From an optimization exercise on the open Yosys and OpenROAD flow, aimed at small area and a short achievable clock period; shortcuts taken in it are not production practice.
In this exercise RTL edits were held to simulation tests only and were not proved equivalent to the original.
Power figures rest on the tool's default switching activity, not on a simulated workload.

==> pepper: inputs <==
==> flow/design.v (excerpt) <==
module udp_tx_arbiter #(
    parameter int unsigned DATA_WIDTH = 512,
    parameter int unsigned KEEP_WIDTH = DATA_WIDTH / 8,
    parameter int unsigned CNT_WIDTH  = 16
) (
    input  logic                  clk,
    input  logic                  rst,
    input  logic                  s_axis_peer_valid,
    output logic                  s_axis_peer_ready,
    input  logic [DATA_WIDTH-1:0] s_axis_peer_data,
    input  logic [KEEP_WIDTH-1:0] s_axis_peer_keep,
    input  logic                  s_axis_peer_last,
    input  logic [15:0]           s_axis_peer_src,
    input  logic [15:0]           s_axis_peer_dst,
    input  logic [15:0]           s_axis_peer_size,
    input  logic                  s_axis_host_valid,
    output logic                  s_axis_host_ready,
    input  logic [DATA_WIDTH-1:0] s_axis_host_data,
    input  logic [KEEP_WIDTH-1:0] s_axis_host_keep,
    input  logic                  s_axis_host_last,
    input  logic [15:0]           s_axis_host_src,
    input  logic [15:0]           s_axis_host_dst,
    input  logic [15:0]           s_axis_host_size,
    output logic                  m_axis_tx_valid,
    input  logic                  m_axis_tx_ready,
    output logic [DATA_WIDTH-1:0] m_axis_tx_data,
    output logic [KEEP_WIDTH-1:0] m_axis_tx_keep,
    output logic                  m_axis_tx_last,
    output logic [15:0]           m_axis_tx_src,
    output logic [15:0]           m_axis_tx_dst,
    output logic [15:0]           m_axis_tx_size,
    output logic [CNT_WIDTH-1:0]  stat_peer_pkts,
    output logic [CNT_WIDTH-1:0]  stat_host_pkts,
    output logic [CNT_WIDTH-1:0]  stat_len_err
);
Settings: LEC_CHECK=0, CAP_MARGIN=20, CORE_AREA=10 10 410 410, CTS_BUF_LIST=sky130_fd_sc_hd__clkbuf_8, CTS_CLUSTER_DIAMETER=60, CTS_CLUSTER_SIZE=12, DIE_AREA=0 0 420 420, SLEW_MARGIN=20, SYNTH_HIERARCHICAL=1; clock period 12.0 ns.
standard.sh (not shown) runs the stock make flow with config.mk's settings and CLKGATE_MAP_FILE= SYNTH_SCRIPT=/design/flow/synth_recipe.tcl, a recipe that flattens the netlist after the stock synthesis.
==> flow/flow/run.sh <==
#!/bin/bash
# The standard ORFS layout with these changes: synthesis leaves adders to abc (no full-adder
# cells), the ports get the smallest buffer, pins may sit on adjacent tracks (the clock pin
# alone, see pre_io.tcl), and timing repair aims for setup slack well above 0 at the design's
# clock.
set -euo pipefail
export ADDER_MAP_FILE=
export BUFFER_PORTS_ARGS="-buffer_cell sky130_fd_sc_hd__buf_1"
export PRE_IO_PLACEMENT_TCL="$(pwd)/flow/pre_io.tcl"
export PLACE_PINS_ARGS="-min_distance 1 -min_distance_in_tracks -exclude bottom:199-221 -exclude right:207-213"
export SETUP_SLACK_MARGIN=6.9
bash standard.sh finish > flow_make.log 2>&1
==> flow/flow/pre_io.tcl <==
# Pins placed before the others. The clock pin sits alone in the middle of the bottom edge (no
# other pin within 10 um): its wire is routed with wider spacing than pins packed on every track
# allow. m_axis_tx_ready and the two upstream readies, which it drives through one gate, sit on
# adjacent tracks in the middle of the right edge.
place_pin -pin_name clk -layer met2 -location {209.99 0.243} -pin_size {0.14 0.485} -force_to_die_boundary
place_pin -pin_name s_axis_peer_ready -layer met3 -location {419.6 209.10} -pin_size {0.8 0.3} -force_to_die_boundary
place_pin -pin_name m_axis_tx_ready -layer met3 -location {419.6 209.78} -pin_size {0.8 0.3} -force_to_die_boundary
place_pin -pin_name s_axis_host_ready -layer met3 -location {419.6 210.46} -pin_size {0.8 0.3} -force_to_die_boundary
==> quartz (differences from pepper) <==
--- a/flow/design.v
+++ b/flow/design.v
@@ -39,14 +39,12 @@
     logic first_q;              
     logic valid_q;
     logic [CNT_WIDTH-1:0] peer_cnt_q, host_cnt_q, err_cnt_q;
     logic [PW-1:0] pay;
     logic [47:0]   sb;
     logic out_ready, beat, pkt_done;
-    logic ld_p, ld_h, hold;
-    logic sld_p, sld_h, shold;
     logic sel_valid, sel_last;
     logic [15:0] sel_size;
     logic [PW-1:0] pay_p, pay_h;
     logic [47:0]   sb_p, sb_h;
     assign out_ready = !valid_q || m_axis_tx_ready;
     udp_tx_arbiter_rdy u_rdy_p (
@@ -59,26 +57,36 @@
     );
     assign sel_valid = (xp_q && s_axis_peer_valid) || (xh_q && s_axis_host_valid);
     assign sel_last  = xh_q ? s_axis_host_last : s_axis_peer_last;
     assign sel_size  = xh_q ? s_axis_host_size : s_axis_peer_size;
     assign beat     = out_ready && sel_valid;
     assign pkt_done = beat && sel_last;
-    assign ld_p  = xp_q && out_ready;
-    assign ld_h  = xh_q && out_ready;
-    assign hold  = !out_ready;
-    assign sld_p = ld_p && first_q;
-    assign sld_h = ld_h && first_q;
-    assign shold = !(out_ready && first_q);
     assign pay_p = {s_axis_peer_last, s_axis_peer_keep, s_axis_peer_data};
     assign pay_h = {s_axis_host_last, s_axis_host_keep, s_axis_host_data};
     assign sb_p  = {s_axis_peer_size, s_axis_peer_dst, s_axis_peer_src};
     assign sb_h  = {s_axis_host_size, s_axis_host_dst, s_axis_host_src};
     logic [PW-1:0] pay_d;
     logic [47:0]   sb_d;
-    udp_tx_arbiter_sel #(.W(PW)) u_pay_sel (
-        .ld_a(ld_p), .ld_b(ld_h), .hold(hold), .a(pay_p), .b(pay_h), .q(pay), .d(pay_d)
+    localparam int unsigned NSL = PW / 64;
+    for (genvar i = 0; i < NSL; i++) begin : g_pay
+        localparam int unsigned LO = i * 64;
+        localparam int unsigned W  = (i == NSL - 1) ? PW - LO : 64;
+        logic ld_a, ld_b, hold;
+        udp_tx_arbiter_ctl u_ctl (
+            .xa(xp_q), .xb(xh_q), .valid(valid_q), .out_ready(m_axis_tx_ready), .en(1'b1),
+            .ld_a(ld_a), .ld_b(ld_b), .hold(hold)
+        );
+        udp_tx_arbiter_sel #(.W(W)) u_sel (
+            .ld_a(ld_a), .ld_b(ld_b), .hold(hold), .a(pay_p[LO +: W]), .b(pay_h[LO +: W]),
+            .q(pay[LO +: W]), .d(pay_d[LO +: W])
+        );
+    end
+    logic sld_p, sld_h, shold;
+    udp_tx_arbiter_ctl u_sb_ctl (
+        .xa(xp_q), .xb(xh_q), .valid(valid_q), .out_ready(m_axis_tx_ready), .en(first_q),
+        .ld_a(sld_p), .ld_b(sld_h), .hold(shold)
     );
     udp_tx_arbiter_sel #(.W(48)) u_sb_sel (
         .ld_a(sld_p), .ld_b(sld_h), .hold(shold), .a(sb_p), .b(sb_h), .q(sb), .d(sb_d)
     );
     always_ff @(posedge clk) begin
         pay <= pay_d;
@@ -149,22 +157,21 @@
             host_cnt_q <= '0;
         end else if (pkt_done) begin
             if (xp_q && peer_cnt_q != '1) peer_cnt_q <= peer_cnt_q + CNT_WIDTH'(1);
             if (xh_q && host_cnt_q != '1) host_cnt_q <= host_cnt_q + CNT_WIDTH'(1);
         end
     end
-    logic                 err_pend_q, ok_lo, ok_hi, ok_lo_q, ok_hi_q, len_err;
+    logic                 err_pend_q, hz_q, len_err;
+    logic [7:0]           e, e_q;
     logic [CNT_WIDTH-1:0] err_mask, err_out;
-    udp_tx_arbiter_chk u_chk (
-        .hi_zero(need_cur[16:7] == 10'd0), .s(s_d), .c(c_d), .ok_lo(ok_lo), .ok_hi(ok_hi)
-    );
+    udp_tx_arbiter_chk u_chk (.s(s_d), .c(c_d), .e(e));
     always_ff @(posedge clk) begin
-        ok_lo_q <= ok_lo;
-        ok_hi_q <= ok_hi;
+        hz_q <= need_cur[16:7] == 10'd0;
+        e_q  <= e;
     end
-    udp_tx_arbiter_err u_err (.done(err_pend_q), .ok_a(ok_lo_q), .ok_b(ok_hi_q), .err(len_err));
+    udp_tx_arbiter_err u_err (.done(err_pend_q), .hz(hz_q), .e(e_q), .err(len_err));
     udp_tx_arbiter_inc #(.W(CNT_WIDTH)) u_err_inc (.q(err_cnt_q), .m(err_mask));
     udp_tx_arbiter_tgl #(.W(CNT_WIDTH)) u_err_tgl (
         .en(len_err), .q(err_cnt_q), .m(err_mask), .y(err_out)
     );
     always_ff @(posedge clk or posedge rst) begin
         if (rst) begin
@@ -179,12 +186,28 @@
     assign {m_axis_tx_last, m_axis_tx_keep, m_axis_tx_data} = pay;
     assign {m_axis_tx_size, m_axis_tx_dst, m_axis_tx_src}   = sb;
     assign stat_peer_pkts  = peer_cnt_q;
     assign stat_host_pkts  = host_cnt_q;
     assign stat_len_err    = err_out;
 endmodule
+module udp_tx_arbiter_ctl (
+    input  logic xa,
+    input  logic xb,
+    input  logic valid,
+    input  logic out_ready,
+    input  logic en,
+    output logic ld_a,
+    output logic ld_b,
+    output logic hold
+);
+    logic load;
+    assign load = (!valid || out_ready) && en;
+    assign ld_a = xa && load;
+    assign ld_b = xb && load;
+    assign hold = !load;
+endmodule
 module udp_tx_arbiter_sel #(
     parameter int unsigned W = 1
 ) (
     input  logic         ld_a,
     input  logic         ld_b,
     input  logic         hold,
@@ -213,24 +236,20 @@
             free_q <= xfer_d && !valid_d;
         end
     end
     assign ready = free_q || (xfer_q && out_ready);
 endmodule
 module udp_tx_arbiter_chk (
-    input  logic       hi_zero,
     input  logic [7:0] s,
     input  logic [7:0] c,
-    output logic       ok_lo,
-    output logic       ok_hi
+    output logic [7:0] e
 );
-    logic [7:0] k, cin, e;
-    assign k     = 8'd64;
-    assign cin   = {(s[6:0] & c[6:0]) | ((s[6:0] | c[6:0]) & ~k[6:0]), 1'b0};
-    assign e     = ~(s ^ c ^ k ^ cin);
-    assign ok_lo = hi_zero && (&e[3:0]);
-    assign ok_hi = &e[7:4];
+    logic [7:0] k, cin;
+    assign k   = 8'd64;
+    assign cin = {(s[6:0] & c[6:0]) | ((s[6:0] | c[6:0]) & ~k[6:0]), 1'b0};
+    assign e   = ~(s ^ c ^ k ^ cin);
 endmodule
 module udp_tx_arbiter_inc #(
     parameter int unsigned W = 16
 ) (
     input  logic [W-1:0] q,
     output logic [W-1:0] m
@@ -252,18 +271,18 @@
     input  logic [W-1:0] m,
     output logic [W-1:0] y
 );
     assign y = q ^ ({W{en}} & m);
 endmodule
 module udp_tx_arbiter_err (
-    input  logic done,
-    input  logic ok_a,
-    input  logic ok_b,
-    output logic err
+    input  logic       done,
+    input  logic       hz,
+    input  logic [7:0] e,
+    output logic       err
 );
-    assign err = done && !(ok_a && ok_b);
+    assign err = done && !(hz && (&e));
 endmodule
 module udp_tx_arbiter_cnt (
     input  logic        sel_b,
     input  logic [63:0] keep_a,
     input  logic [63:0] keep_b,
     input  logic [6:0]  nl,
==> flow/flow/run.sh (replaced) <==
#!/bin/bash
# The standard ORFS layout with these changes: synthesis leaves adders to abc (no full-adder
# cells), the ports get the smallest buffer, pins may sit on adjacent tracks (the clock pin
# alone, see pre_io.tcl), the cells between m_axis_tx_ready and the upstream readies sit next to
# their pins (pre_dp.tcl), and timing repair aims for setup slack well above 0 at the design's
# clock.
set -euo pipefail
export ADDER_MAP_FILE=
export BUFFER_PORTS_ARGS="-buffer_cell sky130_fd_sc_hd__buf_1"
export PRE_IO_PLACEMENT_TCL="$(pwd)/flow/pre_io.tcl"
export PRE_DETAIL_PLACE_TCL="$(pwd)/flow/pre_dp.tcl"
export PLACE_PINS_ARGS="-min_distance 1 -min_distance_in_tracks -exclude bottom:229-251 -exclude right:238-243"
export SETUP_SLACK_MARGIN=6.9
bash standard.sh finish > flow_make.log 2>&1
==> flow/flow/pre_dp.tcl (new file) <==
# Before detailed placement: put the m_axis_tx_ready input buffer, the two upstream-ready gates
# and their output buffers next to their pins (placed together on the right edge by
# pre_io.tcl). Detailed placement then legalizes them. This shortens the one path that goes
# from an input straight to an output.
proc my_move_near { inst x y } {
  set dbu [[ord::get_db_block] getDefUnits]
  $inst setLocation [expr {int($x * $dbu)}] [expr {int($y * $dbu)}]
  $inst setPlacementStatus PLACED
}
proc my_net_driver { net } {
  foreach it [$net getITerms] {
    if {[$it isOutputSignal]} { return [$it getInst] }
  }
  return ""
}
set my_block [ord::get_db_block]
set my_die [$my_block getDieArea]
set my_dbu [$my_block getDefUnits]
set my_x [expr {[$my_die xMax] / double($my_dbu) - 14.0}]
foreach {port y} {s_axis_peer_ready 236.0 s_axis_host_ready 243.0} {
  set out [my_net_driver [$my_block findNet $port]]
  if {$out eq ""} { continue }
  my_move_near $out $my_x $y
  foreach it [$out getITerms] {
    if {[$it isInputSignal]} {
      set g [my_net_driver [$it getNet]]
      if {$g ne ""} { my_move_near $g [expr {$my_x - 6.0}] $y }
    }
  }
}
foreach it [[$my_block findNet m_axis_tx_ready] getITerms] {
  if {[$it isInputSignal]} { my_move_near [$it getInst] [expr {$my_x - 4.0}] 239.7 }
}
==> flow/flow/pre_io.tcl (replaced) <==
# Pins placed before the others. The clock pin sits alone in the middle of the bottom edge (no
# other pin within 10 um): its wire is routed with wider spacing than pins packed on every track
# allow. m_axis_tx_ready and the two upstream readies, which it drives through one gate, sit on
# adjacent tracks in the middle of the right edge.
place_pin -pin_name clk -layer met2 -location {239.89 0.243} -pin_size {0.14 0.485} -force_to_die_boundary
place_pin -pin_name s_axis_peer_ready -layer met3 -location {479.6 239.70} -pin_size {0.8 0.3} -force_to_die_boundary
place_pin -pin_name m_axis_tx_ready -layer met3 -location {479.6 240.38} -pin_size {0.8 0.3} -force_to_die_boundary
place_pin -pin_name s_axis_host_ready -layer met3 -location {479.6 241.06} -pin_size {0.8 0.3} -force_to_die_boundary
CORE_AREA = 10 10 470 470   (was 10 10 410 410)
CTS_CLUSTER_DIAMETER = 70   (was 60)
CTS_CLUSTER_SIZE = 14   (was 12)
DIE_AREA = 0 0 480 480   (was 0 0 420 420)
==> summary of the runs <==
Critical path depth is the same in pepper and quartz.
Clock skew: pepper is higher than quartz (0.0053 ns).
Against quartz, the sequential share of layout area of pepper is higher by 0.31 points.
In fmax, quartz and pepper hardly differ.
Hold slack: quartz is higher than pepper (0.0035 ns).
In quartz the cell area is higher than in pepper, by about 1.9%.
In quartz the non-clock buffer count is higher than in pepper, by 13.
First-iteration DRC count: pepper is smaller than quartz (7.1%).
Against quartz, the clock power of pepper is higher by about 12%.
==> figures <==
| item | pepper | quartz |
|---|---|---|
| Share of power burned in registers | 29.8% | 31.8% |
| R2r worst-path depth | 13 | 15 |
| Maximum ir drop on the vdd rail | 455 uV | 550 uV |
| Vias/cell | 5.17 | 4.74 |
| GR Util met3 | 14.3% | 12.0% |
| Detailed-router iteration count before antenna repair | 11 | 13 |
| Gr usage total | 26.9% | 22.5% |
| Status | finished clean | finished clean |
| Net switching power figure | 7.53 mW | 6.81 mW |
| Slew at the pin closest to its max-slew limit | 1.29 ns | 1.00 ns |
| Number of antenna violations at the first check in global routing | 301 | 343 |
| Share of the clock period used by the worst path | 43.4% | 43.5% |
| Internal | 8.02 mW | 7.64 mW |
| Post-route met1 wirelength | 91500 microns | 99800 microns |
| 1st-iter DRT viols | 6830 | 7352 |
| Share of final layout cell area taken by clock buffers and inverters | 5.04% | 3.99% |
| Die width | 420 microns | 480 microns |
| Fraction of layout cells with a size suffix above 1 | 7.50% | 6.92% |
| FFs & Latches | 711 | 718 |
| Capturing instance or port of the critical path | s_axis_host_ready | s_axis_peer_ready |

-- afterwards: timing with drivers on the ports --
How much do the figures lean on ideal ports? The routed layouts below were timed once more, with nothing changed but the port constraints.
Step 1 sets driving cells, clkbuf_16 on the clock port and buf_2 on the other inputs (assumed; they add their load-dependent delay and slew).
Step 2 also shifts input and output timing later by t, the mid clock arrival at the registers, as if the neighbouring blocks saw the same clock.
a / b / c = ideal ports / drivers / drivers and shift; a / b = the first two.
| run | shift t [ns] | setup WS [ns] | slew at the worst register clock pin (ns) | pins driven straight from the clock port |
|---|---|---|---|---|
| pepper | 0.864 | 6.788 / 6.687 / 5.941 | 0.09 / 0.09 | 1 |
| quartz | 0.897 | 6.778 / 6.723 / 6.054 | 0.11 / 0.11 | 1 |
After both steps setup and hold are still met in every run listed. The setup slack of pepper, which loses most, moves by -0.101 ns with the drivers and by -0.847 ns with both steps.
